This is an optimization exercise on Yosys and OpenROAD, whose aim is small area, not a production implementation.
Only simulation tests tie the RTL to the original design; equivalence was not proved.
Power is estimated from default activity; no workload was simulated.

===== run.sh =====
#!/bin/bash
# synth_recipe.tcl (not shown) runs the flow's synth.tcl, then flattens the netlist and writes it again
# the make line also repeats each setting of config.mk as NAME=value (left out here)
make -C /OpenROAD-flow-scripts/flow DESIGN_CONFIG=/design/flow/config.mk WORK_HOME=/design/flow/orfs CLKGATE_MAP_FILE= SYNTH_SCRIPT=/design/flow/synth_recipe.tcl finish

===== config.mk =====
export PLATFORM = sky130hd
export DESIGN_NAME = regfile_sb
export DESIGN_NICKNAME = regfile_sb
export VERILOG_FILES = /design/flow/design.v
export SDC_FILE = /design/flow/constraint.sdc
export NUM_CORES = 4
export LEC_CHECK = 0
export CAP_MARGIN = 20
export CORE_MARGIN = 2
export CORE_UTILIZATION = 40
export SLEW_MARGIN = 20

===== constraint.sdc =====
create_clock -name core_clock -period 5.5 [get_ports {clk}]
set_input_delay 1.1000 -clock core_clock [delete_from_list [all_inputs] [get_ports {clk}]]
set_output_delay 1.1000 -clock core_clock [all_outputs]
set_load 0.01 [all_outputs]

===== design.v =====
module regfile_sb #(
    parameter int DATA_W = 32,
    parameter int ADDR_W = 5,
    parameter int BYPASS = 1,
    parameter int V0_IDX = 2,
    parameter int A0_IDX = 4
) (
    input  logic              clk,
    input  logic              rst,
    input  logic [ADDR_W-1:0] rd_addr_a,
    output logic [DATA_W-1:0] rd_data_a,
    input  logic [ADDR_W-1:0] rd_addr_b,
    output logic [DATA_W-1:0] rd_data_b,
    input  logic              wr_en,
    input  logic [ADDR_W-1:0] wr_addr,
    input  logic [DATA_W-1:0] wr_data,
    input  logic              iss_en,
    input  logic [ADDR_W-1:0] iss_addr,
    output logic              busy_a,
    output logic              busy_b,
    output logic [DATA_W-1:0] sys_v0,
    input  logic              print_req,
    output logic [DATA_W-1:0] sys_a0,
    output logic              sys_a0_vld
);
    localparam int              DEPTH  = 1 << ADDR_W;
    localparam bit              LP_BYP = (BYPASS != 0);
    localparam logic [ADDR_W-1:0] LP_V0 = V0_IDX[ADDR_W-1:0];
    localparam logic [ADDR_W-1:0] LP_A0 = A0_IDX[ADDR_W-1:0];
    logic [DATA_W-1:0] r_regs [DEPTH];
    logic [DEPTH-1:0]  r_pend;
    logic [DATA_W-1:0] r_sys_a0;
    logic              r_sys_a0_vld;
    logic              w_wr_ok;
    logic              w_hit_a;
    logic              w_hit_b;
    logic              w_hit_a0;
    logic [DATA_W-1:0] w_a0_val;
    logic [DEPTH-1:0]  w_pend_nxt;
    assign w_wr_ok  = wr_en && (wr_addr != '0);
    assign w_hit_a  = LP_BYP && w_wr_ok && (wr_addr == rd_addr_a);
    assign w_hit_b  = LP_BYP && w_wr_ok && (wr_addr == rd_addr_b);
    assign w_hit_a0 = LP_BYP && w_wr_ok && (wr_addr == LP_A0);
    always_comb begin
        rd_data_a = '0;
        rd_data_b = '0;
        busy_a    = 1'b0;
        busy_b    = 1'b0;
        sys_v0    = '0;
        w_a0_val  = '0;
        if (rd_addr_a != '0) begin
            rd_data_a = w_hit_a ? wr_data : r_regs[rd_addr_a];
            busy_a    = w_hit_a ? 1'b0 : r_pend[rd_addr_a];
        end
        if (rd_addr_b != '0) begin
            rd_data_b = w_hit_b ? wr_data : r_regs[rd_addr_b];
            busy_b    = w_hit_b ? 1'b0 : r_pend[rd_addr_b];
        end
        if (LP_V0 != '0) begin
            sys_v0 = r_regs[LP_V0];
        end
        if (LP_A0 != '0) begin
            w_a0_val = w_hit_a0 ? wr_data : r_regs[LP_A0];
        end
    end
    always_comb begin
        w_pend_nxt = r_pend;
        if (w_wr_ok) begin
            w_pend_nxt[wr_addr] = 1'b0;
        end
        if (iss_en && (iss_addr != '0)) begin
            w_pend_nxt[iss_addr] = 1'b1;
        end
        w_pend_nxt[0] = 1'b0;
    end
    always_ff @(posedge clk) begin
        if (rst) begin
            for (int i = 0; i < DEPTH; i++) begin
                r_regs[i] <= '0;
            end
            r_pend       <= '0;
            r_sys_a0     <= '0;
            r_sys_a0_vld <= 1'b0;
        end else begin
            if (w_wr_ok) begin
                r_regs[wr_addr] <= wr_data;
            end
            r_pend       <= w_pend_nxt;
            r_sys_a0_vld <= print_req;
            if (print_req) begin
                r_sys_a0 <= w_a0_val;
            end
        end
    end
    assign sys_a0     = r_sys_a0;
    assign sys_a0_vld = r_sys_a0_vld;
endmodule

==> impl_metrics.prom, run 1 <==
# TYPE chip_impl_metric gauge
chip_impl_metric{name="grt_start_max_net_pins",unit=""} 66
chip_impl_metric{name="post-layout-total-power",unit="uW"} 20290
chip_impl_info{name="critical_path.cell_chain",value="clkdlybuf4s50_1 -> nor2_1 -> and2_1 -> ha_1 -> nor2b_1 -> nand2_1 -> nor2_4 -> buf_4 -> nor3_1 -> nor3_1 -> clkdlybuf4s50_1"} 1
chip_impl_metric{name="drt.antenna.violating_nets",unit=""} 0
chip_impl_metric{name="hold_viol",unit=""} 0
chip_impl_metric{name="wirelength",unit="mm"} 219.6
chip_impl_info{name="hold_class",value="flip-flop to flip-flop"} 1
chip_impl_info{name="cp_top_family",value="buffers and inverters"} 1
chip_impl_metric{name="number_of_instances_in_the_synthesized_netlist",unit=""} 4116
chip_impl_metric{name="p_sw_share",unit="%"} 26.15
chip_impl_metric{name="critical_path.max_stage_delay",unit="ns"} 0.72
chip_impl_metric{name="worst_hold_slack",unit="ns"} 0.4828
chip_impl_info{name="clk_root_buf",value="sky130_fd_sc_hd__clkbuf_16"} 1
chip_impl_metric{name="fill_count",unit=""} 12640
chip_impl_metric{name="vias_per_cell",unit=""} 6.347
chip_impl_metric{name="timing.critical_path.arrival",unit="ns"} 4.36
chip_impl_info{name="cts_tree",value="built"} 1
chip_impl_metric{name="initial_core_util",unit="%"} 40.18
chip_impl_metric{name="core-area",unit="sq mm"} 0.1452
chip_impl_metric{name="timing_worst_slew_pin_value",unit="ns"} 1.152
chip_impl_metric{name="detail_route.drc_violations",unit=""} 0
chip_impl_metric{name="syn-mean-instance-area",unit="sq um"} 14.18
chip_impl_metric{name="floorplan.die.width",unit="um"} 385.9
chip_impl_metric{name="setup_viol",unit=""} 0
chip_impl_metric{name="io_buffers",unit=""} 187
chip_impl_metric{name="cts.hold.buffers_added",unit=""} 0
chip_impl_metric{name="grt_usage",unit="%"} 29.40
chip_impl_metric{name="pwr_density_cell",unit="mW/mm^2"} 300.2
chip_impl_metric{name="max_fo_critical_path",unit=""} 11
chip_impl_metric{name="fin_worst_skew",unit="ns"} 0.005921
chip_impl_metric{name="ctsResizeCount",unit=""} 0
chip_impl_metric{name="synth.area.mux_share",unit="%"} 21.86
chip_impl_metric{name="layout-area-overhead-vs-synth",unit="%"} 15.85
chip_impl_metric{name="max-cap-violations",unit=""} 0
chip_impl_metric{name="static-leakage-power",unit="uW"} 0.02357
chip_impl_metric{name="drt_first_iter_violations",unit=""} 5609
chip_impl_info{name="rsz0062_at_grt",value="no"} 1
chip_impl_metric{name="cts_max_path_buffers",unit=""} 3
chip_impl_info{name="timing_worst_setup_path_type",value="primary input to primary output"} 1
chip_impl_metric{name="worst_setup_hold_path_clk_slew",unit="ns"} 0.06
chip_impl_metric{name="route.detailed.wl_per_inst",unit="um"} 34.73
chip_impl_metric{name="fin_setup_tns",unit="ns"} 0
chip_impl_metric{name="cts.repair_timing.setup_buffer_count",unit=""} 0
chip_impl_metric{name="seq_power_share",unit="%"} 48.0
chip_impl_metric{name="place.gp.congestion",unit=""} 0.9790
chip_impl_metric{name="drt_pre_antenna_iters",unit=""} 7
chip_impl_info{name="outcome",value="timing/DRC/antenna clean"} 1
chip_impl_info{name="dominant_combinational_cell_family_by_area_after_synthesis",value="multiplexers"} 1
chip_impl_metric{name="cp_num_buf_inv",unit=""} 3
chip_impl_metric{name="yosys.area_share.adder",unit="%"} 0.1930
chip_impl_metric{name="max_freq",unit="MHz"} 183.1
chip_impl_metric{name="post-route-period-util",unit="%"} 99.28
chip_impl_metric{name="fin_nets",unit=""} 4366
chip_impl_info{name="cp-start-kind",value="primary input"} 1
chip_impl_metric{name="synth-edff-count",unit=""} 1024
chip_impl_metric{name="switching_power",unit="uW"} 5306
chip_impl_metric{name="ys_seq_elements",unit=""} 1088
chip_impl_metric{name="post_synth_xor_area_fraction",unit="%"} 0.2552
chip_impl_metric{name="numCtsBuffers",unit=""} 114
chip_impl_metric{name="post_synthesis_compound_gate_area_fraction",unit="%"} 4.769
chip_impl_info{name="critPathCaptureType",value="primary output"} 1
chip_impl_metric{name="place_hpwl",unit="mm"} 144.5
chip_impl_metric{name="final_layout_size_suffix_gt1_share",unit="%"} 24.46
chip_impl_metric{name="detailroute.via_count",unit=""} 40130
chip_impl_metric{name="htreeDepth",unit=""} 3
chip_impl_metric{name="async_flop_share",unit="%"} 0
chip_impl_info{name="crit_path_top_delay_cell",value="sky130_fd_sc_hd__clkdlybuf4s50_1"} 1
chip_impl_metric{name="globalRoute.totalOverflow",unit=""} 0
chip_impl_metric{name="multi_input_comb_area",unit="sq mm"} 0.02448
chip_impl_metric{name="syn_area",unit="sq mm"} 0.05835
chip_impl_metric{name="grt_antenna_before_repair",unit=""} 22
chip_impl_metric{name="p_clk_share",unit="%"} 37.4
chip_impl_metric{name="floorplan.io_pins",unit=""} 188
chip_impl_metric{name="grt_pass1_vias",unit=""} 39420
chip_impl_metric{name="clkLatencyLatePin",unit="ns"} 0.75
chip_impl_metric{name="die_h",unit="um"} 385.9
chip_impl_metric{name="seq_area",unit="sq mm"} 0.03203
chip_impl_metric{name="final_design_area_no_fill",unit="sq mm"} 0.06760
chip_impl_metric{name="internal_power",unit="uW"} 14990
chip_impl_info{name="mostFrequentLayoutCell",value="sky130_fd_sc_hd__edfxtp_1"} 1
chip_impl_metric{name="synth_warnings",unit=""} 1
chip_impl_metric{name="max_slew_margin",unit="%"} 22.59
chip_impl_metric{name="die-area",unit="sq mm"} 0.1490
chip_impl_metric{name="clock_sink_count",unit=""} 1088
chip_impl_metric{name="wire_length_of_the_first_global_routing_pass",unit="mm"} 306.0
chip_impl_metric{name="final_max_slew_viol_count",unit=""} 0
chip_impl_metric{name="power.combinational.fraction",unit="%"} 14.6
chip_impl_metric{name="dpl_cell_area",unit="sq mm"} 0.06400
chip_impl_info{name="layout_common_cells",value="1,024 x sky130_fd_sc_hd__edfxtp_1, 994 x sky130_fd_sc_hd__and2_1, 487 x sky130_fd_sc_hd__mux4_2"} 1
chip_impl_metric{name="post_synth_num_cell_types",unit=""} 61
chip_impl_metric{name="synth_simple_gate_area_share",unit="%"} 14.48
chip_impl_metric{name="irDropWorstVdd",unit="mV"} 0.2494
chip_impl_metric{name="worstPathRequired",unit="ns"} 4.40
chip_impl_metric{name="synth_sequential_area_ratio",unit="%"} 54.89
chip_impl_info{name="dominantRegCellSynth",value="sky130_fd_sc_hd__edfxtp_1"} 1
chip_impl_metric{name="placement_rows",unit=""} 140
chip_impl_metric{name="finalWorstPathRequiredPeriod",unit="ns"} 5.460
layer usage:
layer | vias to the layer above | wire length (um) | global-route usage [%]
met3 | 491 | 25230 | 8.050
li1 | 16080 | - | -
met2 | 2667 | 100300 | 45.37
met1 | 20880 | 82860 | 38.67
met4 | 10 | 11180 | 13.46
met5 | - | 55 | 0
cells in the mapped netlist, drive strengths merged, types with 11 or more instances:
cell | instances | share of area [%]
o22ai | 98 | 1.1
nand3 | 36 | 0.31
mux2 | 30 | 0.58
and2 | 996 | 11
nand2 | 155 | 1.0
mux4 | 487 | 19
or2 | 36 | 0.39
o21ai | 41 | 0.35
a22oi | 51 | 0.66
nand2b | 11 | 0.12
nor4 | 11 | 0.12
a21oi | 63 | 0.54
a221o | 22 | 0.38
a221oi | 12 | 0.19
o221ai | 21 | 0.32
dfxtp | 64 | 2.2
mux2i | 145 | 2.5
nor2 | 140 | 0.90
a311oi | 35 | 0.53
inv | 45 | 0.29
nor2b | 26 | 0.28
clkbuf | 291 | 1.9
edfxtp | 1024 | 53
nor3 | 43 | 0.37
buf | 133 | 1.4
a32o | 30 | 0.51
final cells by class:
type / count / area share (%)
clock inverters: 57 / 0.6386
clock buffers: 154 / 4.644
well taps: 1917 / 3.548
repair buffers: 492 / 7.285
flip-flops and latches: 1088 / 47.38
inverters: 45 / 0.2499
diodes: 11 / 0.04072
multi-input cells: 2559 / 36.21
metrics by stage:
step,utilization (%),setup slack [ns],cells
after floorplan,-,1.117,4116
after global placement,44.07,0.1570,6101
after detailed placement,44.07,0.1678,6101
after CTS,46.53,0.1569,6312
after global routing,46.54,0.002311,6316
final,46.55,0.03983,6323
cells by family after synthesis:
group | Yosys count
muxes | 662
adders and majority gates | 9
and+or+nand+nor | 1480
DFF | 1088
buffers and inverters | 469
xor gates and xnor gates | 17
AOI/OAI and AO/OA | 391
sequential cells by signal, summed over array words and instances (netlist names):
signal,cells
r_sys_a0,32
r_pend,31
r_regs,1024
r_sys_a0_vld,1
tightest hold or removal path: cells and delay by family (launching register included):
kind | cells | cell delay (ns)
AOI/OAI and AO/OA | 1 | 0.05
DFF | 1 | 0.31
and+or+nand+nor | 1 | 0.08
power groups by stage:
stage | clock [uW] | sequential, uW | combinational, uW
2_1_floorplan | 0 | 9810 | 1550
3_3_place_gp | 0 | 9870 | 2900
3_5_place_dp | 0 | 9900 | 2900
4_1_cts | 7670 | 9730 | 2910
5_1_grt | 7970 | 9780 | 3040
6_report | 7600 | 9740 | 2960
final timing paths:
kind	start	end	slack (ns)	depth (start not counted)
max reg2reg	r_regs[4][30]$_SDFFCE_PN0P_	r_sys_a0[30]$_SDFFE_PP0P_	4.54	2
max	wr_addr[2]	rd_data_b[22]	0.04	11
min	r_sys_a0[13]$_SDFFE_PP0P_	r_sys_a0[13]$_SDFFE_PP0P_	0.48	2
min reg2reg	r_sys_a0[13]$_SDFFE_PP0P_	r_sys_a0[13]$_SDFFE_PP0P_	0.48	2
==> run 2, diff against run 1 <==
==> design.v (replaced) <==
module regfile_sb #(
    parameter int DATA_W = 32,
    parameter int ADDR_W = 5,
    parameter int BYPASS = 1,
    parameter int V0_IDX = 2,
    parameter int A0_IDX = 4
) (
    input  logic              clk,
    input  logic              rst,
    input  logic [ADDR_W-1:0] rd_addr_a,
    output logic [DATA_W-1:0] rd_data_a,
    input  logic [ADDR_W-1:0] rd_addr_b,
    output logic [DATA_W-1:0] rd_data_b,
    input  logic              wr_en,
    input  logic [ADDR_W-1:0] wr_addr,
    input  logic [DATA_W-1:0] wr_data,
    input  logic              iss_en,
    input  logic [ADDR_W-1:0] iss_addr,
    output logic              busy_a,
    output logic              busy_b,
    output logic [DATA_W-1:0] sys_v0,
    input  logic              print_req,
    output logic [DATA_W-1:0] sys_a0,
    output logic              sys_a0_vld
);
    localparam int DEPTH = 1 << ADDR_W;
    logic [DATA_W-1:0] r_regs [1:DEPTH-1];
    logic [DEPTH-1:1]  r_pend;
    logic [DATA_W-1:0] r_sys_a0;
    logic              r_sys_a0_vld;
    logic [DEPTH-1:1]  w_we;       
    logic [DEPTH-1:1]  w_iss;      
    logic [DEPTH-1:1]  w_sel_a;    
    logic [DEPTH-1:1]  w_sel_b;
    logic              w_hit_a;
    logic              w_hit_b;
    logic [DATA_W-1:0] w_wdata;    
    always_comb begin
        for (int i = 1; i < DEPTH; i++) begin
            w_we[i]    = wr_en && (wr_addr == i[ADDR_W-1:0]);
            w_iss[i]   = iss_en && (iss_addr == i[ADDR_W-1:0]);
            w_sel_a[i] = (rd_addr_a == i[ADDR_W-1:0]) && !w_we[i];
            w_sel_b[i] = (rd_addr_b == i[ADDR_W-1:0]) && !w_we[i];
        end
    end
    assign w_hit_a = wr_en && (wr_addr == rd_addr_a) && (rd_addr_a != '0);
    assign w_hit_b = wr_en && (wr_addr == rd_addr_b) && (rd_addr_b != '0);
    assign w_wdata = rst ? '0 : wr_data;
    logic [DATA_W-1:0] w_col_a [DEPTH];    
    always_comb begin
        w_col_a[0] = wr_data;
        for (int i = 1; i < DEPTH; i++) w_col_a[i] = r_regs[i];
    end
    genvar gk;
    generate
        for (gk = 0; gk < DATA_W; gk++) begin : g_col
            logic [DEPTH-1:0] d;
            for (genvar gi = 0; gi < DEPTH; gi++) begin : g_d
                assign d[gi] = w_col_a[gi][gk];
            end
            rf_col32 u_a (.s({w_sel_a, w_hit_a}), .d(d), .y(rd_data_a[gk]));
            rf_col32 u_b (.s({w_sel_b, w_hit_b}), .d(d), .y(rd_data_b[gk]));
        end
    endgenerate
    rf_col32 u_busy_a (.s({w_sel_a, w_hit_a}), .d({r_pend, 1'b0}), .y(busy_a));
    rf_col32 u_busy_b (.s({w_sel_b, w_hit_b}), .d({r_pend, 1'b0}), .y(busy_b));
    assign sys_v0 = r_regs[V0_IDX];
    always_ff @(posedge clk) begin
        for (int i = 1; i < DEPTH; i++) begin
            if (w_we[i] || rst) begin
                r_regs[i] <= w_wdata;
            end
        end
    end
    always_ff @(posedge clk) begin
        for (int i = 1; i < DEPTH; i++) begin
            if (rst) begin
                r_pend[i] <= 1'b0;
            end else if (w_iss[i]) begin
                r_pend[i] <= 1'b1;
            end else if (w_we[i]) begin
                r_pend[i] <= 1'b0;
            end
        end
    end
    always_ff @(posedge clk) begin
        r_sys_a0_vld <= print_req && !rst;
        if (print_req || rst) begin
            r_sys_a0 <= (w_we[A0_IDX] || rst) ? w_wdata : r_regs[A0_IDX];
        end
    end
    assign sys_a0     = r_sys_a0;
    assign sys_a0_vld = r_sys_a0_vld;
endmodule
module rf_col32 (
    input  logic [31:0] s,
    input  logic [31:0] d,
    output logic        y
);
    logic [10:0] n;
    for (genvar g = 0; g < 10; g++) begin : g_aoi
        rf_aoi3 u (.s(s[3*g+2:3*g]), .d(d[3*g+2:3*g]), .y(n[g]));
    end
    rf_aoi2 u_last (.s(s[31:30]), .d(d[31:30]), .y(n[10]));
    rf_or11n u_or (.n(n), .y(y));
endmodule
module rf_aoi3 (
    input  logic [2:0] s,
    input  logic [2:0] d,
    output logic       y
);
    assign y = ~|(s & d);
endmodule
module rf_aoi2 (
    input  logic [1:0] s,
    input  logic [1:0] d,
    output logic       y
);
    assign y = ~|(s & d);
endmodule
module rf_or11n (
    input  logic [10:0] n,
    output logic        y
);
    assign y = ~&n;
endmodule
--- a/config.mk
+++ b/config.mk
@@ -9,3 +9,4 @@
 export CORE_MARGIN = 2
 export CORE_UTILIZATION = 40
 export SLEW_MARGIN = 20
+export SYNTH_HIERARCHICAL = 1
==> impl_metrics.prom, run 2 <==
# TYPE chip_impl_metric gauge
chip_impl_info{name="outcome",value="finished with violations"} 1
chip_impl_info{name="failed_checks",value="setup timing"} 1
chip_impl_metric{name="final_max_slew_viol_count",unit=""} 0
chip_impl_metric{name="grt_usage",unit="%"} 30.75
chip_impl_metric{name="p_clk_share",unit="%"} 38.6
chip_impl_metric{name="post-place-cells",unit=""} 4405
chip_impl_info{name="yosysTopAreaCell",value="sky130_fd_sc_hd__edfxtp_1"} 1
chip_impl_metric{name="drt_pre_antenna_iters",unit=""} 13
chip_impl_metric{name="critical_path.max_stage_delay",unit="ns"} 0.54
chip_impl_metric{name="placement_rows",unit=""} 120
chip_impl_metric{name="number_of_instances_in_the_synthesized_netlist",unit=""} 2537
chip_impl_metric{name="drt_first_iter_violations",unit=""} 7984
chip_impl_metric{name="globalRoute.totalOverflow",unit=""} 0
chip_impl_metric{name="grt_pass1_vias",unit=""} 33210
chip_impl_info{name="dominantRegCellSynth",value="sky130_fd_sc_hd__edfxtp_1"} 1
chip_impl_metric{name="p_sw_share",unit="%"} 24.32
chip_impl_metric{name="clkLatencyLatePin",unit="ns"} 0.70
chip_impl_info{name="layout_common_cells",value="992 x sky130_fd_sc_hd__edfxtp_1, 660 x sky130_fd_sc_hd__a222oi_1, 266 x sky130_fd_sc_hd__buf_4"} 1
chip_impl_metric{name="timing.critical_path.arrival",unit="ns"} 4.42
chip_impl_metric{name="numCtsBuffers",unit=""} 108
chip_impl_metric{name="finalWorstPathRequiredPeriod",unit="ns"} 5.522
chip_impl_metric{name="floorplan.io_pins",unit=""} 188
chip_impl_info{name="most_common_cell_in_the_netlist",value="sky130_fd_sc_hd__edfxtp_1"} 1
chip_impl_metric{name="async_flop_share",unit="%"} 0
chip_impl_metric{name="vias_per_cell",unit=""} 7.367
chip_impl_metric{name="die_h",unit="um"} 331.3
chip_impl_metric{name="synth_sequential_area_ratio",unit="%"} 72.49
chip_impl_info{name="critPathCaptureType",value="primary output"} 1
chip_impl_metric{name="cts_max_path_buffers",unit=""} 3
chip_impl_metric{name="seq_power_share",unit="%"} 52.0
chip_impl_info{name="path_common_cell",value="sky130_fd_sc_hd__buf_4"} 1
chip_impl_metric{name="max_slew_margin",unit="%"} 21.27
chip_impl_metric{name="initial_core_util",unit="%"} 40.21
chip_impl_metric{name="syn_area",unit="sq mm"} 0.04286
chip_impl_metric{name="worstPathRequired",unit="ns"} 4.40
chip_impl_metric{name="hold_viol",unit=""} 0
chip_impl_metric{name="pwr_density_cell",unit="mW/mm^2"} 347.5
chip_impl_metric{name="timing_worst_slew_pin_value",unit="ns"} 1.181
chip_impl_metric{name="synth_warnings",unit=""} 9
chip_impl_metric{name="drt.antenna.violating_nets",unit=""} 0
chip_impl_metric{name="post_synth_num_cell_types",unit=""} 41
chip_impl_metric{name="max-cap-violations",unit=""} 0
chip_impl_metric{name="wire_length_of_the_first_global_routing_pass",unit="mm"} 244.4
chip_impl_metric{name="wirelength",unit="mm"} 175.0
chip_impl_metric{name="htreeDepth",unit=""} 3
chip_impl_info{name="clk_root_buf",value="sky130_fd_sc_hd__clkbuf_16"} 1
chip_impl_info{name="cts_tree",value="built"} 1
chip_impl_metric{name="io_buffers",unit=""} 187
chip_impl_info{name="cp-start-kind",value="primary input"} 1
chip_impl_metric{name="fin_nets",unit=""} 3190
chip_impl_metric{name="detailroute.via_count",unit=""} 34070
chip_impl_metric{name="static-leakage-power",unit="uW"} 0.01803
chip_impl_metric{name="fin_setup_tns",unit="ns"} -0.03190
chip_impl_metric{name="grt_start_max_net_pins",unit=""} 89
chip_impl_metric{name="die-area",unit="sq mm"} 0.1098
chip_impl_metric{name="route.detailed.wl_per_inst",unit="um"} 37.83
chip_impl_metric{name="core-area",unit="sq mm"} 0.1066
chip_impl_info{name="mostFrequentLayoutCell",value="sky130_fd_sc_hd__edfxtp_1"} 1
chip_impl_info{name="timing_worst_setup_path_type",value="primary input to primary output"} 1
chip_impl_metric{name="switching_power",unit="uW"} 4622
chip_impl_metric{name="place.gp.congestion",unit=""} 0.9891
chip_impl_metric{name="max_fo_critical_path",unit=""} 10
chip_impl_metric{name="setup_viol",unit=""} 2
chip_impl_metric{name="post-layout-total-power",unit="uW"} 19000
chip_impl_info{name="reg.largest.list",value="r_regs: 992 flops, r_sys_a0: 32 flops, r_pend: 31 flops"} 1
chip_impl_metric{name="irDropWorstVdd",unit="mV"} 0.2819
chip_impl_metric{name="grt_antenna_before_repair",unit=""} 5
chip_impl_info{name="crit_path_top_delay_cell",value="sky130_fd_sc_hd__clkdlybuf4s50_1"} 1
chip_impl_metric{name="layout.cells.non_filler",unit=""} 4625
chip_impl_metric{name="detail_route.drc_violations",unit=""} 0
chip_impl_metric{name="max_freq",unit="MHz"} 181.1
chip_impl_metric{name="post-synth-top-area-fraction",unit="%"} 69.50
chip_impl_metric{name="synth-edff-count",unit=""} 992
chip_impl_metric{name="cts.hold.buffers_added",unit=""} 0
chip_impl_metric{name="cp_num_buf_inv",unit=""} 5
chip_impl_metric{name="final_layout_size_suffix_gt1_share",unit="%"} 24.15
chip_impl_metric{name="largest_register_ffs",unit=""} 992
chip_impl_metric{name="clock_sink_count",unit=""} 1056
chip_impl_metric{name="post-route-period-util",unit="%"} 100.4
chip_impl_metric{name="power.combinational.fraction",unit="%"} 9.5
chip_impl_metric{name="internal_power",unit="uW"} 14380
chip_impl_metric{name="timing.reg2reg.setup_slack",unit="ns"} 4.43
chip_impl_info{name="cp_top_family",value="buffers and inverters"} 1
chip_impl_metric{name="worst_setup_hold_path_clk_slew",unit="ns"} 0.06
chip_impl_metric{name="layout-area-overhead-vs-synth",unit="%"} 27.58
chip_impl_metric{name="floorplan.die.width",unit="um"} 331.3
chip_impl_info{name="synthTopCellsByArea",value="sky130_fd_sc_hd__edfxtp_1 70%, sky130_fd_sc_hd__a222oi_1 15%, sky130_fd_sc_hd__dfxtp_1 3.0%"} 1
chip_impl_metric{name="fin_worst_skew",unit="ns"} 0.01681
chip_impl_metric{name="syn-mean-instance-area",unit="sq um"} 16.89
chip_impl_metric{name="fin_ws",unit="ns"} -0.02240
chip_impl_metric{name="place_hpwl",unit="mm"} 113.2
chip_impl_info{name="critical_path.cell_chain",value="clkdlybuf4s50_1 -> buf_4 -> nand2b_2 -> buf_4 -> nor3_2 -> buf_4 -> a222oi_1 -> nand4_1 -> or3_4 -> clkdlybuf4s50_1"} 1
chip_impl_info{name="hold_class",value="flip-flop to flip-flop"} 1
chip_impl_metric{name="ys_seq_elements",unit=""} 1056
chip_impl_info{name="ys_top_cells_by_count",value="992 x sky130_fd_sc_hd__edfxtp_1, 660 x sky130_fd_sc_hd__a222oi_1, 133 x sky130_fd_sc_hd__nand4_1"} 1
chip_impl_info{name="regMostFlops",value="r_regs"} 1
## run 2: cell types whose count changed in the layout (fill, tap and decap cells not counted), moves of 127 or more
| cell | change |
|---|---|
| sky130_fd_sc_hd__a222oi_1 | +660 |
| sky130_fd_sc_hd__and2_1 | -993 |
| sky130_fd_sc_hd__mux2i_1 | -145 |
| sky130_fd_sc_hd__mux4_2 | -487 |
| sky130_fd_sc_hd__nand2_1 | -140 |
| sky130_fd_sc_hd__nand4_1 | +127 |
## run 2: routing by layer
metal	GRT usage (%)	up-vias	wire, um	share of wire [%]
met5	0	-	22	0.013
met4	17.31	6	11100	6.3
met3	7.922	525	25680	15
met2	45.66	3231	75860	43
met1	41.16	16970	62300	36
li1	-	13350	-	-
## run 2: final timing paths
kind / start / to / cells after the start
max: rd_addr_a[3] / rd_data_a[29] / 10
min reg2reg: r_pend[6]$_SDFFE_PP0P_ / r_pend[6]$_SDFFE_PP0P_ / 2
min: r_pend[6]$_SDFFE_PP0P_ / r_pend[6]$_SDFFE_PP0P_ / 2
max reg2reg: r_regs[4][16]$_DFF_P_ / r_sys_a0[16]$_DFFE_PP_ / 2
## run 2: layout make-up
type                       count  area, sq um
inverter                      31        116.4
clock buffer                 144         2920
fill                        8694        51920
tap                         1403         1755
multi-input combinational   1370        12170
antenna                        1        2.502
sequential                  1056        31070
clock inverter                54        589.3
timing repair buffer         566         6062
## run 2: per-stage QoR
step / utilization [%] / setup slack (ns) / area, sq um / hold WS, ns
after floorplan: - / -0.1550 / 42960 / 0.4629
after global placement: 47.36 / -0.4270 / 50480 / 0.4750
after detailed placement: 47.43 / -0.5713 / 50560 / 0.4829
after CTS: 51.07 / 0.001638 / 54440 / 0.4918
after global routing: 51.29 / -0.007474 / 54680 / 0.5145
final: 51.30 / -0.02240 / 54680 / 0.4935
## run 2: power groups by stage
stage | sequential [uW] | clock [uW] | combinational (uW)
global placement | 9960 | 0 | 1700
floorplan | 9910 | 0 | 684
detailed placement | 10000 | 0 | 1720
CTS | 9860 | 7370 | 1750
global route | 9930 | 7690 | 1840
finish | 9870 | 7330 | 1800
## run 2: worst reg2reg max path, delay by kind of cell (launching register included)
family	cells	cell delay, ns
flip-flops	1	0.43
AO/OA/AOI/OAI	2	0.43
## run 2: modules after synthesis (local to each module, per instance), excerpt
module / cells / times used / flops+latches / cell area (sq um)
rf_aoi3: 1 / 660 / 0 / 10.01
regfile_sb: 1547 / 1 / 1056 / 33860
rf_or11n: 4 / 66 / 0 / 23.77
rf_aoi2: 1 / 66 / 0 / 12.51
## run 2: cell families after synthesis
family / count (synthesis) / share of synthesized area, %
xor+xnor: 8 / 0.1635
other cells: 1 / 0.008749
compound gates: 833 / 18.90
simple gates: 527 / 7.062
flops: 1056 / 72.49
buf+inv: 112 / 1.381
## run 2: timing repair
item                                    4_1_cts  5_1_grt
endpoints found under the setup margin       66       53
resized for setup                            69       36
buffers inserted                             16        5
pin swaps                                    66       40
endpoints found under the hold margin         0        0
==> run 3, diff against run 2 <==
==> flow/run.sh (new file) <==
#!/bin/bash
# Standard synthesis, then the standard ORFS layout with a few extra knobs:
# plain buffers on the ports, free resizing, and a clock tree of small
# buffers with larger sink clusters and no dummy loads.
set -euo pipefail
bash standard.sh synth > synth.log 2>&1
bash standard.sh finish \
  "BUFFER_PORTS_ARGS=-buffer_cell sky130_fd_sc_hd__buf_1" \
  "MATCH_CELL_FOOTPRINT=0" \
  "CTS_ARGS=-sink_clustering_enable -repair_clock_nets -dont_use_dummy_load -sink_clustering_size 10 -sink_clustering_max_diameter 80 -buf_list {sky130_fd_sc_hd__clkbuf_8}" \
  > layout.log 2>&1
==> standard.sh (new file) <==
#!/bin/bash
# synth_recipe.tcl (not shown) runs the flow's synth.tcl, then flattens the netlist and writes it again
# the make line also repeats each setting of config.mk as NAME=value (left out here)
make -C /OpenROAD-flow-scripts/flow DESIGN_CONFIG=/design/flow/config.mk WORK_HOME=/design/flow/orfs CLKGATE_MAP_FILE= SYNTH_SCRIPT=/design/flow/synth_recipe.tcl "${@:-finish}"
--- a/config.mk
+++ b/config.mk
@@ -7,6 +7,6 @@
 export LEC_CHECK = 0
 export CAP_MARGIN = 20
 export CORE_MARGIN = 2
-export CORE_UTILIZATION = 40
+export CORE_UTILIZATION = 50
 export SLEW_MARGIN = 20
 export SYNTH_HIERARCHICAL = 1
removed: run.sh
==> impl_metrics.prom, run 3 <==
# TYPE chip_impl_metric gauge
chip_impl_info{name="outcome",value="timing/DRC/antenna clean"} 1
chip_impl_metric{name="detail_route.drc_violations",unit=""} 0
chip_impl_info{name="most_common_cell_in_the_netlist",value="sky130_fd_sc_hd__edfxtp_1"} 1
chip_impl_info{name="hold_class",value="flip-flop to flip-flop"} 1
chip_impl_info{name="path_common_cell",value="sky130_fd_sc_hd__buf_1"} 1
chip_impl_metric{name="layout-area-overhead-vs-synth",unit="%"} 13.86
chip_impl_metric{name="max_freq",unit="MHz"} 183.8
chip_impl_metric{name="place_hpwl",unit="mm"} 109.6
chip_impl_metric{name="worst_setup_hold_path_clk_slew",unit="ns"} 0.09
chip_impl_metric{name="worstPathRequired",unit="ns"} 4.40
chip_impl_info{name="crit_start",value="wr_addr[0]"} 1
chip_impl_metric{name="final_max_slew_viol_count",unit=""} 0
chip_impl_metric{name="wirelength",unit="mm"} 182.3
chip_impl_metric{name="route.detailed.wl_per_inst",unit="um"} 44.33
chip_impl_metric{name="setup_viol",unit=""} 0
chip_impl_metric{name="post-synth-top-area-fraction",unit="%"} 69.50
chip_impl_metric{name="cts_max_path_buffers",unit=""} 3
chip_impl_metric{name="fin_ws",unit="ns"} 0.05802
chip_impl_metric{name="clock_sink_count",unit=""} 1056
chip_impl_metric{name="multi_input_comb_area",unit="sq mm"} 0.01188
chip_impl_metric{name="static-leakage-power",unit="uW"} 0.01535
chip_impl_info{name="crit_path_top_delay_cell",value="sky130_fd_sc_hd__or3_1"} 1
chip_impl_metric{name="grt_pass1_vias",unit=""} 32870
chip_impl_metric{name="ctsResizeCount",unit=""} 0
chip_impl_info{name="regMostFlops",value="r_regs"} 1
chip_impl_info{name="reg.largest.list",value="r_regs: 992 flops, r_sys_a0: 32 flops, r_pend: 31 flops"} 1
chip_impl_metric{name="pwr_density_cell",unit="mW/mm^2"} 325.5
chip_impl_metric{name="core-area",unit="sq mm"} 0.08501
chip_impl_metric{name="irDropWorstVdd",unit="mV"} 0.2681
chip_impl_metric{name="number_of_instances_in_the_synthesized_netlist",unit=""} 2537
chip_impl_metric{name="drt_first_iter_violations",unit=""} 8226
chip_impl_info{name="cp_top_family",value="simple AND/OR/NAND/NOR gates"} 1
chip_impl_metric{name="grt_antenna_before_repair",unit=""} 6
chip_impl_info{name="regToRegStartpoint",value="r_regs[4][30]$_DFF_P_"} 1
chip_impl_metric{name="htreeDepth",unit=""} 3
chip_impl_metric{name="max_fo_critical_path",unit=""} 26
chip_impl_metric{name="seq_area",unit="sq mm"} 0.03107
chip_impl_metric{name="ys_seq_elements",unit=""} 1056
chip_impl_info{name="dominantRegCellSynth",value="sky130_fd_sc_hd__edfxtp_1"} 1
chip_impl_metric{name="wire_length_of_the_first_global_routing_pass",unit="mm"} 248.1
chip_impl_info{name="cts_tree",value="built"} 1
chip_impl_info{name="critical_path.endpoint",value="rd_data_b[28]"} 1
chip_impl_metric{name="fin_nets",unit=""} 3020
chip_impl_info{name="clk_root_buf",value="sky130_fd_sc_hd__clkbuf_8"} 1
chip_impl_metric{name="initial_core_util",unit="%"} 50.42
chip_impl_metric{name="drt_pre_antenna_iters",unit=""} 13
chip_impl_metric{name="finalWorstPathRequiredPeriod",unit="ns"} 5.442
chip_impl_metric{name="io_buffers",unit=""} 187
chip_impl_metric{name="hold_viol",unit=""} 0
chip_impl_metric{name="placement_rows",unit=""} 107
chip_impl_metric{name="numCtsBuffers",unit=""} 116
chip_impl_metric{name="timing.reg2reg.worst_path_depth",unit=""} 2
chip_impl_metric{name="post-route-period-util",unit="%"} 98.95
chip_impl_metric{name="drt.antenna.violating_nets",unit=""} 0
chip_impl_metric{name="floorplan.die.width",unit="um"} 296.8
chip_impl_info{name="rr_endpoint",value="r_sys_a0[30]$_DFFE_PP_"} 1
chip_impl_metric{name="dpl_cell_area",unit="sq mm"} 0.04702
chip_impl_metric{name="fin_worst_skew",unit="ns"} 0.03349
chip_impl_metric{name="critical_path.max_stage_delay",unit="ns"} 0.58
chip_impl_metric{name="floorplan.io_pins",unit=""} 188
chip_impl_metric{name="post_synth_num_cell_types",unit=""} 41
chip_impl_metric{name="synth_warnings",unit=""} 9
chip_impl_info{name="timing_worst_setup_path_type",value="primary input to primary output"} 1
chip_impl_metric{name="worst_hold_slack",unit="ns"} 0.5079
chip_impl_metric{name="max-cap-violations",unit=""} 0
chip_impl_metric{name="timing_worst_slew_pin_value",unit="ns"} 1.263
chip_impl_metric{name="grt_usage",unit="%"} 39.98
chip_impl_metric{name="timing.critical_path.arrival",unit="ns"} 4.34
chip_impl_metric{name="timing.reg2reg.setup_slack",unit="ns"} 3.92
chip_impl_metric{name="final_design_area_no_fill",unit="sq mm"} 0.04880
chip_impl_metric{name="max_slew_margin",unit="%"} 15.20
chip_impl_metric{name="syn_area",unit="sq mm"} 0.04286
chip_impl_info{name="layout_common_cells",value="992 x sky130_fd_sc_hd__edfxtp_1, 660 x sky130_fd_sc_hd__a222oi_1, 186 x sky130_fd_sc_hd__buf_1"} 1
chip_impl_metric{name="grt_start_max_net_pins",unit=""} 61
chip_impl_metric{name="die-area",unit="sq mm"} 0.08808
chip_impl_info{name="yosysTopAreaCell",value="sky130_fd_sc_hd__edfxtp_1"} 1
chip_impl_info{name="mostFrequentLayoutCell",value="sky130_fd_sc_hd__edfxtp_1"} 1
chip_impl_metric{name="place.gp.congestion",unit=""} 0.9592
chip_impl_metric{name="timing.critical_path.depth",unit=""} 9
chip_impl_metric{name="fill_count",unit=""} 6606
chip_impl_metric{name="placement.setup.worst_slack",unit="ns"} 0.1529
chip_impl_info{name="cp-start-kind",value="primary input"} 1
chip_impl_metric{name="vias_per_cell",unit=""} 8.218
chip_impl_info{name="ys_top_cells_by_count",value="992 x sky130_fd_sc_hd__edfxtp_1, 660 x sky130_fd_sc_hd__a222oi_1, 133 x sky130_fd_sc_hd__nand4_1"} 1
chip_impl_info{name="critical_path.cell_chain",value="buf_1 -> nand2_1 -> nor2_1 -> nor3_2 -> buf_12 -> a222oi_1 -> nand4_1 -> or3_1 -> buf_1"} 1
chip_impl_metric{name="largest_register_ffs",unit=""} 992
chip_impl_metric{name="detailroute.via_count",unit=""} 33790
chip_impl_metric{name="die_h",unit="um"} 296.8
chip_impl_info{name="synthTopCellsByArea",value="sky130_fd_sc_hd__edfxtp_1 70%, sky130_fd_sc_hd__a222oi_1 15%, sky130_fd_sc_hd__dfxtp_1 3.0%"} 1
chip_impl_metric{name="cp_num_buf_inv",unit=""} 3
chip_impl_metric{name="clkLatencyLatePin",unit="ns"} 0.77
chip_impl_info{name="rsz0062_at_grt",value="no"} 1
chip_impl_metric{name="synth_sequential_area_ratio",unit="%"} 72.49
chip_impl_metric{name="globalRoute.totalOverflow",unit=""} 0
chip_impl_metric{name="synth-edff-count",unit=""} 992
chip_impl_metric{name="final_layout_size_suffix_gt1_share",unit="%"} 17.29
chip_impl_metric{name="async_flop_share",unit="%"} 0
chip_impl_info{name="critPathCaptureType",value="primary output"} 1
chip_impl_metric{name="syn-mean-instance-area",unit="sq um"} 16.89
run 3: cell counts after synthesis:
No cell type changed its count.
run 3: Yosys stat by module (local to each module, per instance), excerpt:
module,cells inside,area [sq um],times used,flip-flops and latches
rf_or11n,4,23.77,66,0
rf_aoi3,1,10.01,660,0
rf_aoi2,1,12.51,66,0
regfile_sb,1547,33860,1,1056
run 3: worst min-delay path by stage:
stage	from	end	slack (ns)	depth (start not counted)
final	r_pend[2]$_SDFFE_PP0P_	r_pend[2]$_SDFFE_PP0P_	0.51	2
after global routing	r_pend[3]$_SDFFE_PP0P_	r_pend[3]$_SDFFE_PP0P_	0.52	2
after CTS	r_pend[5]$_SDFFE_PP0P_	r_pend[5]$_SDFFE_PP0P_	0.50	2
after detailed placement	r_pend[5]$_SDFFE_PP0P_	r_pend[5]$_SDFFE_PP0P_	0.49	2
after global placement	r_pend[14]$_SDFFE_PP0P_	r_pend[14]$_SDFFE_PP0P_	0.48	2
after floorplan	r_pend[23]$_SDFFE_PP0P_	r_pend[23]$_SDFFE_PP0P_	0.46	1
run 3: stage by stage:
step | power, uW | util (%) | setup TNS [ns] | cells
2_1_floorplan | 10590 | - | -10.23 | 2538
3_3_place_gp | 11420 | 55.27 | 0 | 3982
3_5_place_dp | 11480 | 55.31 | 0 | 3983
4_1_cts | 15800 | 57.19 | 0 | 4099
5_1_grt | 16200 | 57.39 | 0 | 4108
6_report | 15890 | 57.41 | 0 | 4112
run 3: worst register-to-register path: stages (launching register included):
cell and delay [ns]:
sky130_fd_sc_hd__dfxtp_1 0.35, sky130_fd_sc_hd__o21ai_1 0.07, sky130_fd_sc_hd__a21oi_1 0.78
run 3: final cells by class:
cell class | instances | area share (%)
inverter | 31 | 0.2384
sequential | 1056 | 63.66
tap | 1144 | 2.933
antenna | 7 | 0.03589
multi-input combinational | 1370 | 24.34
timing repair buffer | 388 | 5.520
clock buffer | 116 | 3.271
run 3: power by group:
group          total [uW]  leakage, uW  switching [uW]  internal (uW)
Clock                4490     0.000834            2640           1860
Combinational        1540      0.00436            1140            392
Sequential           9860       0.0102             351           9510
run 3: timing repair:
item | CTS | global route
setup buffers | 0 | 3
hold buffers | 0 | 0
endpoints found under the setup margin | 0 | 2
run 3: cells by family after synthesis:
kind of cell	synth area share, %
compound gates	18.90
xor+xnor	0.1635
buf+inv	1.381
flops	72.49
other cells	0.008749
simple gates	7.062
run 3: metal layers:
metal	global-route usage (%)	part of all wire, %	wire (um)
met1	50.65	34	61160
met2	58.52	43	77920
met3	14.41	16	29670
met4	25.15	7.4	13500
met5	0	0.015	27
==> run 4, diff against run 3 <==
--- a/config.mk
+++ b/config.mk
@@ -7,6 +7,6 @@
 export LEC_CHECK = 0
 export CAP_MARGIN = 20
 export CORE_MARGIN = 2
-export CORE_UTILIZATION = 50
+export CORE_UTILIZATION = 62
 export SLEW_MARGIN = 20
 export SYNTH_HIERARCHICAL = 1
==> impl_metrics.prom, run 4 <==
# TYPE chip_impl_metric gauge
chip_impl_metric{name="max_freq",unit="MHz"} 181.6
chip_impl_metric{name="synth_warnings",unit=""} 9
chip_impl_metric{name="post-synth-top-area-fraction",unit="%"} 69.50
chip_impl_info{name="critPathCaptureType",value="primary output"} 1
chip_impl_info{name="reg.largest.list",value="r_regs: 992 flops, r_sys_a0: 32 flops, r_pend: 31 flops"} 1
chip_impl_info{name="yosysTopAreaCell",value="sky130_fd_sc_hd__edfxtp_1"} 1
chip_impl_info{name="cp_top_family",value="simple AND/OR/NAND/NOR gates"} 1
chip_impl_metric{name="switching_power",unit="uW"} 4049
chip_impl_metric{name="globalRoute.totalOverflow",unit=""} 0
chip_impl_metric{name="number_of_instances_in_the_synthesized_netlist",unit=""} 2537
chip_impl_metric{name="largest_register_ffs",unit=""} 992
chip_impl_metric{name="ys_seq_elements",unit=""} 1056
chip_impl_info{name="cts_tree",value="built"} 1
chip_impl_metric{name="fin_worst_skew",unit="ns"} 0.01642
chip_impl_metric{name="critical_path.max_stage_delay",unit="ns"} 1.04
chip_impl_metric{name="detailroute.via_count",unit=""} 34100
chip_impl_info{name="layout_common_cells",value="992 x sky130_fd_sc_hd__edfxtp_1, 660 x sky130_fd_sc_hd__a222oi_1, 185 x sky130_fd_sc_hd__buf_1"} 1
chip_impl_metric{name="fin_nets",unit=""} 3018
chip_impl_metric{name="core-area",unit="sq mm"} 0.06847
chip_impl_info{name="most_common_cell_in_the_netlist",value="sky130_fd_sc_hd__edfxtp_1"} 1
chip_impl_metric{name="final_max_slew_viol_count",unit=""} 0
chip_impl_metric{name="wirelength",unit="mm"} 168.9
chip_impl_metric{name="fin_ws",unit="ns"} -0.005813
chip_impl_metric{name="grt_usage",unit="%"} 47.00
chip_impl_info{name="dominantRegCellSynth",value="sky130_fd_sc_hd__edfxtp_1"} 1
chip_impl_info{name="cp-start-kind",value="primary input"} 1
chip_impl_metric{name="worstPathRequired",unit="ns"} 4.40
chip_impl_metric{name="die_h",unit="um"} 266.9
chip_impl_metric{name="finalWorstPathRequiredPeriod",unit="ns"} 5.506
chip_impl_metric{name="fin_setup_tns",unit="ns"} -0.005813
chip_impl_metric{name="grt_antenna_before_repair",unit=""} 9
chip_impl_metric{name="syn-mean-instance-area",unit="sq um"} 16.89
chip_impl_metric{name="final_layout_size_suffix_gt1_share",unit="%"} 17.30
chip_impl_metric{name="timing.critical_path.arrival",unit="ns"} 4.41
chip_impl_metric{name="worst_hold_slack",unit="ns"} 0.5006
chip_impl_info{name="rsz0062_at_grt",value="no"} 1
chip_impl_metric{name="post_synth_num_cell_types",unit=""} 41
chip_impl_metric{name="worst_setup_hold_path_clk_slew",unit="ns"} 0.07
chip_impl_metric{name="grt_pass1_vias",unit=""} 33240
chip_impl_metric{name="hold_viol",unit=""} 0
chip_impl_metric{name="async_flop_share",unit="%"} 0
chip_impl_metric{name="placement_rows",unit=""} 96
chip_impl_metric{name="seq_power_share",unit="%"} 62.4
chip_impl_metric{name="power.combinational.fraction",unit="%"} 9.6
chip_impl_metric{name="drt_first_iter_violations",unit=""} 9619
chip_impl_metric{name="cp_num_buf_inv",unit=""} 4
chip_impl_info{name="timing_worst_setup_path_type",value="primary input to primary output"} 1
chip_impl_info{name="crit_path_top_delay_cell",value="sky130_fd_sc_hd__nor3_2"} 1
chip_impl_metric{name="initial_core_util",unit="%"} 62.60
chip_impl_metric{name="p_sw_share",unit="%"} 25.59
chip_impl_metric{name="internal_power",unit="uW"} 11780
chip_impl_info{name="hold_class",value="flip-flop to flip-flop"} 1
chip_impl_metric{name="synth_sequential_area_ratio",unit="%"} 72.49
chip_impl_metric{name="max-cap-violations",unit=""} 0
chip_impl_metric{name="cts.repair_timing.setup_buffer_count",unit=""} 0
chip_impl_metric{name="grt_start_max_net_pins",unit=""} 83
chip_impl_metric{name="vias_per_cell",unit=""} 8.871
chip_impl_metric{name="route.detailed.wl_per_inst",unit="um"} 43.95
chip_impl_metric{name="place.gp.congestion",unit=""} 1.023
chip_impl_info{name="clk_root_buf",value="sky130_fd_sc_hd__clkbuf_8"} 1
chip_impl_metric{name="post-route-period-util",unit="%"} 100.1
chip_impl_info{name="critical_path.cell_chain",value="buf_1 -> or2_1 -> nor2_1 -> nor3_2 -> buf_4 -> buf_4 -> a222oi_1 -> nand4_1 -> or3_1 -> buf_1"} 1
chip_impl_metric{name="htreeDepth",unit=""} 3
chip_impl_metric{name="detail_route.drc_violations",unit=""} 0
chip_impl_metric{name="max_fo_critical_path",unit=""} 14
chip_impl_info{name="outcome",value="finished with violations"} 1
chip_impl_metric{name="syn_area",unit="sq mm"} 0.04286
chip_impl_info{name="regMostFlops",value="r_regs"} 1
chip_impl_metric{name="io_buffers",unit=""} 187
chip_impl_metric{name="p_clk_share",unit="%"} 28.1
chip_impl_metric{name="setup_viol",unit=""} 1
chip_impl_metric{name="irDropWorstVdd",unit="mV"} 0.2511
chip_impl_metric{name="wire_length_of_the_first_global_routing_pass",unit="mm"} 234.5
chip_impl_metric{name="floorplan.die.width",unit="um"} 266.9
chip_impl_metric{name="numCtsBuffers",unit=""} 116
chip_impl_metric{name="drt_pre_antenna_iters",unit=""} 14
chip_impl_metric{name="floorplan.io_pins",unit=""} 188
chip_impl_info{name="ys_top_cells_by_count",value="992 x sky130_fd_sc_hd__edfxtp_1, 660 x sky130_fd_sc_hd__a222oi_1, 133 x sky130_fd_sc_hd__nand4_1"} 1
chip_impl_metric{name="max_slew_margin",unit="%"} 14.21
chip_impl_info{name="failed_checks",value="setup timing"} 1
chip_impl_metric{name="pwr_density_cell",unit="mW/mm^2"} 326.1
chip_impl_metric{name="cts_max_path_buffers",unit=""} 3
chip_impl_metric{name="clkLatencyLatePin",unit="ns"} 0.76
chip_impl_info{name="mostFrequentLayoutCell",value="sky130_fd_sc_hd__edfxtp_1"} 1
chip_impl_metric{name="clock_sink_count",unit=""} 1056
chip_impl_metric{name="die-area",unit="sq mm"} 0.07125
chip_impl_metric{name="cts.hold.buffers_added",unit=""} 0
chip_impl_metric{name="place_hpwl",unit="mm"} 104.2
chip_impl_metric{name="drt.antenna.violating_nets",unit=""} 0
chip_impl_metric{name="synth-edff-count",unit=""} 992
chip_impl_metric{name="timing_worst_slew_pin_value",unit="ns"} 1.280
chip_impl_metric{name="layout-area-overhead-vs-synth",unit="%"} 13.22
chip_impl_metric{name="static-leakage-power",unit="uW"} 0.01540
chip_impl_info{name="synthTopCellsByArea",value="sky130_fd_sc_hd__edfxtp_1 70%, sky130_fd_sc_hd__a222oi_1 15%, sky130_fd_sc_hd__dfxtp_1 3.0%"} 1
-- run 4: cell counts after synthesis --
Identical to the previous run, type by type.
-- run 4: kinds of logic (layout without fill, tap and decap cells) --
family	Yosys count	after routing	share of synthesized area, %
other	1	5	0.008749
and+or+nand+nor	527	527	7.062
buffers and inverters	112	533	1.381
DFF	1056	1056	72.49
xor gates and xnor gates	8	8	0.1635
AOI/OAI and AO/OA	833	833	18.90
-- run 4: power groups by stage --
stage          Combinational [uW]  Clock (uW)  Sequential [uW]
2_1_floorplan                 684           0             9910
3_3_place_gp                 1410           0             9960
3_5_place_dp                 1430           0            10000
4_1_cts                      1430        4410             9850
5_1_grt                      1520        4690             9920
6_report                     1510        4440             9870
-- run 4: Yosys stat by module (local to each module, per instance), a selection --
module	cells inside	copies in the design	cell area, sq um	flip-flops and latches
regfile_sb	1547	1	33860	1056
rf_aoi2	1	66	12.51	0
rf_aoi3	1	660	10.01	0
rf_or11n	4	66	23.77	0
-- run 4: worst paths after layout --
kind	cells past startpoint	startpoint	slack, ns	to
min	2	r_pend[14]$_SDFFE_PP0P_	0.50	r_pend[14]$_SDFFE_PP0P_
min reg2reg	2	r_pend[14]$_SDFFE_PP0P_	0.50	r_pend[14]$_SDFFE_PP0P_
max reg2reg	2	r_regs[4][26]$_DFF_P_	4.01	r_sys_a0[26]$_DFFE_PP_
max	10	wr_addr[0]	-0.006	rd_data_b[6]
-- run 4: timing repair --
action	in CTS	in global routing
endpoints found under the setup margin	0	8
resized for setup	0	2
endpoints found under the hold margin	0	0
-- run 4: per-layer routing --
metal,track usage (%),vias to the layer above,share of wire (%),routed length [um]
met1,61.85,16370,31,53190
li1,-,12870,-,-
met5,0.6930,-,0.044,74
met4,34.42,6,9.2,15510
met2,65.63,3995,41,69790
met3,15.41,860,18,30380
-- run 4: per-stage QoR --
stage               setup slack, ns  cell area (sq um)  utilization, %  cells  total power, uW
CTS                         0.09521              48380           70.66   3838            15690
floorplan                   -0.1550              42960               -   2538            10590
finish                    -0.005813              48530           70.88   3844            15830
detailed placement           0.1058              46780           68.33   3722            11450
global placement             0.1424              46710           68.23   3720            11370
global route                0.01168              48520           70.87   3842            16130
-- run 4: tightest hold or removal path, stage by stage (launching register included) --
cell,delay [ns]
sky130_fd_sc_hd__dfxtp_1,0.32
sky130_fd_sc_hd__inv_1,0.05
sky130_fd_sc_hd__o32ai_1,0.07
-- run 4: final cells by class --
cell class | count | area [sq um]
fill | 4446 | 19940
tap | 882 | 1104
timing repair buffer | 386 | 2716
inverter | 31 | 116.4
multi-input combinational | 1370 | 11920
clock buffer | 116 | 1597
sequential | 1056 | 31070
antenna | 3 | 7.507
==> run 5, diff against run 4 <==
--- a/flow/run.sh
+++ b/flow/run.sh
@@ -7,5 +7,5 @@
 bash standard.sh finish \
   "BUFFER_PORTS_ARGS=-buffer_cell sky130_fd_sc_hd__buf_1" \
   "MATCH_CELL_FOOTPRINT=0" \
-  "CTS_ARGS=-sink_clustering_enable -repair_clock_nets -dont_use_dummy_load -sink_clustering_size 10 -sink_clustering_max_diameter 80 -buf_list {sky130_fd_sc_hd__clkbuf_8}" \
+  "CTS_ARGS=-sink_clustering_enable -repair_clock_nets -dont_use_dummy_load -buf_list {sky130_fd_sc_hd__clkbuf_8}" \
   > layout.log 2>&1
--- a/config.mk
+++ b/config.mk
@@ -7,6 +7,6 @@
 export LEC_CHECK = 0
 export CAP_MARGIN = 20
 export CORE_MARGIN = 2
-export CORE_UTILIZATION = 62
+export CORE_UTILIZATION = 50
 export SLEW_MARGIN = 20
 export SYNTH_HIERARCHICAL = 1
==> impl_metrics.prom, run 5 <==
# TYPE chip_impl_metric gauge
chip_impl_metric{name="die_h",unit="um"} 296.8
chip_impl_metric{name="worstPathRequired",unit="ns"} 4.40
chip_impl_metric{name="max_freq",unit="MHz"} 186.4
chip_impl_metric{name="syn_area",unit="sq mm"} 0.04286
chip_impl_metric{name="cts_max_path_buffers",unit=""} 3
chip_impl_metric{name="grt_antenna_before_repair",unit=""} 10
chip_impl_metric{name="post-route-period-util",unit="%"} 97.52
chip_impl_info{name="crit_path_top_delay_cell",value="sky130_fd_sc_hd__or3_1"} 1
chip_impl_metric{name="vias_per_cell",unit=""} 8.192
chip_impl_info{name="most_common_cell_in_the_netlist",value="sky130_fd_sc_hd__edfxtp_1"} 1
chip_impl_metric{name="synth_warnings",unit=""} 9
chip_impl_info{name="hold_class",value="primary input to flip-flop"} 1
chip_impl_info{name="timing_worst_setup_path_type",value="primary input to primary output"} 1
chip_impl_metric{name="drt_first_iter_violations",unit=""} 8313
chip_impl_metric{name="fin_worst_skew",unit="ns"} 0.04168
chip_impl_info{name="layout_common_cells",value="992 x sky130_fd_sc_hd__edfxtp_1, 660 x sky130_fd_sc_hd__a222oi_1, 185 x sky130_fd_sc_hd__buf_1"} 1
chip_impl_info{name="regMostFlops",value="r_regs"} 1
chip_impl_metric{name="floorplan.die.width",unit="um"} 296.8
chip_impl_info{name="cp-start-kind",value="primary input"} 1
chip_impl_info{name="synthTopCellsByArea",value="sky130_fd_sc_hd__edfxtp_1 70%, sky130_fd_sc_hd__a222oi_1 15%, sky130_fd_sc_hd__dfxtp_1 3.0%"} 1
chip_impl_metric{name="async_flop_share",unit="%"} 0
chip_impl_metric{name="numCtsBuffers",unit=""} 170
chip_impl_metric{name="clock_sink_count",unit=""} 1056
chip_impl_metric{name="synth-edff-count",unit=""} 992
chip_impl_info{name="critical_path.cell_chain",value="buf_1 -> buf_4 -> nand4b_1 -> nor2_1 -> nor3_2 -> buf_12 -> a222oi_1 -> nand4_1 -> or3_1 -> buf_1"} 1
chip_impl_info{name="critPathCaptureType",value="primary output"} 1
chip_impl_metric{name="static-leakage-power",unit="uW"} 0.01574
chip_impl_metric{name="max_slew_margin",unit="%"} 14.17
chip_impl_info{name="mostFrequentLayoutCell",value="sky130_fd_sc_hd__edfxtp_1"} 1
chip_impl_metric{name="final_max_slew_viol_count",unit=""} 0
chip_impl_info{name="outcome",value="timing/DRC/antenna clean"} 1
chip_impl_metric{name="post_synth_num_cell_types",unit=""} 41
chip_impl_metric{name="fill_count",unit=""} 6524
chip_impl_metric{name="worst_hold_slack",unit="ns"} 0.4821
chip_impl_metric{name="grt_usage",unit="%"} 40.27
chip_impl_metric{name="max_fo_critical_path",unit=""} 26
chip_impl_info{name="path_common_cell",value="sky130_fd_sc_hd__buf_1"} 1
chip_impl_metric{name="drt.antenna.violating_nets",unit=""} 0
chip_impl_metric{name="post-synth-top-area-fraction",unit="%"} 69.50
chip_impl_metric{name="place_hpwl",unit="mm"} 109.6
chip_impl_info{name="dominantRegCellSynth",value="sky130_fd_sc_hd__edfxtp_1"} 1
chip_impl_metric{name="largest_register_ffs",unit=""} 992
chip_impl_metric{name="wirelength",unit="mm"} 182.8
chip_impl_metric{name="irDropWorstVdd",unit="mV"} 0.2433
chip_impl_metric{name="max-cap-violations",unit=""} 0
chip_impl_metric{name="final_layout_size_suffix_gt1_share",unit="%"} 18.81
chip_impl_metric{name="fin_setup_tns",unit="ns"} 0
chip_impl_metric{name="setup_viol",unit=""} 0
chip_impl_metric{name="globalRoute.totalOverflow",unit=""} 0
chip_impl_metric{name="io_buffers",unit=""} 187
chip_impl_metric{name="synth_sequential_area_ratio",unit="%"} 72.49
chip_impl_metric{name="initial_core_util",unit="%"} 50.42
chip_impl_metric{name="critical_path.max_stage_delay",unit="ns"} 0.59
chip_impl_metric{name="htreeDepth",unit=""} 4
chip_impl_info{name="cts_tree",value="built"} 1
chip_impl_metric{name="finalWorstPathRequiredPeriod",unit="ns"} 5.364
chip_impl_metric{name="detailroute.via_count",unit=""} 34110
chip_impl_metric{name="timing_worst_slew_pin_value",unit="ns"} 1.278
chip_impl_metric{name="layout-area-overhead-vs-synth",unit="%"} 15.59
chip_impl_info{name="regToRegStartpoint",value="r_regs[4][30]$_DFF_P_"} 1
chip_impl_metric{name="pwr_density_cell",unit="mW/mm^2"} 341.6
chip_impl_info{name="ys_top_cells_by_count",value="992 x sky130_fd_sc_hd__edfxtp_1, 660 x sky130_fd_sc_hd__a222oi_1, 133 x sky130_fd_sc_hd__nand4_1"} 1
chip_impl_metric{name="grt_start_max_net_pins",unit=""} 61
chip_impl_metric{name="worst_setup_hold_path_clk_slew",unit="ns"} 0.06
chip_impl_metric{name="placement_rows",unit=""} 107
chip_impl_metric{name="ys_seq_elements",unit=""} 1056
chip_impl_info{name="clk_root_buf",value="sky130_fd_sc_hd__clkbuf_8"} 1
chip_impl_metric{name="clkLatencyLatePin",unit="ns"} 0.87
chip_impl_metric{name="place.gp.congestion",unit=""} 0.9592
chip_impl_info{name="rsz0062_at_grt",value="no"} 1
chip_impl_info{name="reg.largest.list",value="r_regs: 992 flops, r_sys_a0: 32 flops, r_pend: 31 flops"} 1
chip_impl_metric{name="wire_length_of_the_first_global_routing_pass",unit="mm"} 249.0
chip_impl_metric{name="die-area",unit="sq mm"} 0.08808
chip_impl_info{name="yosysTopAreaCell",value="sky130_fd_sc_hd__edfxtp_1"} 1
chip_impl_metric{name="fin_nets",unit=""} 3074
chip_impl_metric{name="hold_viol",unit=""} 0
chip_impl_metric{name="syn-mean-instance-area",unit="sq um"} 16.89
chip_impl_metric{name="grt_pass1_vias",unit=""} 33280
chip_impl_metric{name="drt_pre_antenna_iters",unit=""} 13
chip_impl_metric{name="detail_route.drc_violations",unit=""} 0
chip_impl_metric{name="floorplan.io_pins",unit=""} 188
chip_impl_metric{name="route.detailed.wl_per_inst",unit="um"} 43.90
chip_impl_info{name="hold_start",value="print_req"} 1
chip_impl_metric{name="core-area",unit="sq mm"} 0.08501
chip_impl_metric{name="timing.critical_path.arrival",unit="ns"} 4.26
chip_impl_info{name="crit_start",value="wr_addr[2]"} 1
chip_impl_metric{name="number_of_instances_in_the_synthesized_netlist",unit=""} 2537
run 5: what timing repair did:
item,4_1_cts,5_1_grt
endpoints found under the setup margin,0,3
hold buffers,0,0
buffers inserted,0,3
resized for setup,0,1
run 5: worst max-delay path: cells and delay by family:
kind / cells / cell delay [ns]
buffers and inverters: 4 / 0.83
and+or+nand+nor: 5 / 1.90
AOI/OAI and AO/OA: 1 / 0.41
run 5: report_power, final:
part	internal (uW)	switching (uW)
combinational	392	1140
sequential	9520	351
clock	2710	2800
total	12600	4300
run 5: through the flow:
| stage | std cells | total power [uW] | instance area [sq um] | util (%) | worst slack, ns |
|---|---|---|---|---|---|
| after floorplan | 2538 | 10590 | 42960 | - | -0.1550 |
| after global placement | 3982 | 11420 | 46990 | 55.27 | 0.1824 |
| after detailed placement | 3983 | 11480 | 47020 | 55.31 | 0.1529 |
| after CTS | 4153 | 16840 | 49360 | 58.06 | 0.1366 |
| after global routing | 4162 | 17320 | 49540 | 58.27 | 0.03717 |
| final | 4164 | 16920 | 49540 | 58.28 | 0.1364 |
run 5: kinds of logic after synthesis:
family	after synthesis	share of synthesized area [%]
flops	1056	72.49
simple gates	527	7.062
buf+inv	112	1.381
compound gates	833	18.90
xor+xnor	8	0.1635
other cells	1	0.008749
run 5: cell type report:
cell class	instances	area, sq um	share of cell area, %
Tap cell	1144	1431	2.889
Sequential cell	1056	31070	62.71
Multi-Input combinational cell	1370	11880	23.97
Antenna cell	5	12.51	0.02526
Timing Repair Buffer	388	2695	5.440
Inverter	31	116.4	0.2349
Clock buffer	170	2340	4.723
run 5: metal layers:
metal | share of wire [%] | global-route usage (%)
met5 | 0.095 | 0.9740
met4 | 7.2 | 25.14
met3 | 17 | 15.13
met2 | 43 | 58.88
met1 | 33 | 50.62
run 5: per-module statistics from Yosys (local to each module, per instance), excerpt:
module / flops+latches / cell area [sq um]
regfile_sb: 1056 / 33860
rf_aoi2: 0 / 12.51
rf_aoi3: 0 / 10.01
rf_or11n: 0 / 23.77
run 5: worst paths after layout:
path	end	slack [ns]	cells past startpoint
max	rd_data_b[28]	0.14	10
min	r_sys_a0_vld$_DFF_P_	0.48	2
max reg2reg	r_sys_a0[30]$_DFFE_PP_	4.03	2
min reg2reg	r_pend[5]$_SDFFE_PP0P_	0.50	2

## port drivers added, routing unchanged
How much do the figures lean on ideal ports? The routed layouts below were timed once more, with nothing changed but the port constraints.
Step 1 (the two cells are an assumption about what drives the block):
set clk [get_ports {clk}]
set_driving_cell -lib_cell sky130_fd_sc_hd__clkbuf_16 $clk
set_driving_cell -lib_cell sky130_fd_sc_hd__buf_2 [delete_from_list [all_inputs] $clk]
Step 2 moves the port delays by t, midway between the first and last clock arrival at a register: inputs arrive t later, outputs are due t later. That takes back most of the time a late clock gives input paths.
Slacks: ideal ports / drivers / drivers and shift; pairs: ideal ports / drivers.
run	t, ns	setup slack, ns	worst slew at a driven data input, ns	pins driven straight from the clock port
run 1	0.824	0.040 / -0.068 / -0.068	0.20	1
run 2	0.764	-0.022 / -0.054 / -0.054	0.06	1
run 3	0.828	0.058 / 0.027 / 0.027	0.09	1
run 4	0.813	-0.006 / -0.043 / -0.043	0.07	1
run 5	0.890	0.136 / 0.107 / 0.107	0.09	1
With both steps, setup timing fails in run 1, where it was met with ideal ports. The setup slack of run 1, which loses most, moves by -0.108 ns with the drivers and by -0.108 ns with both steps.
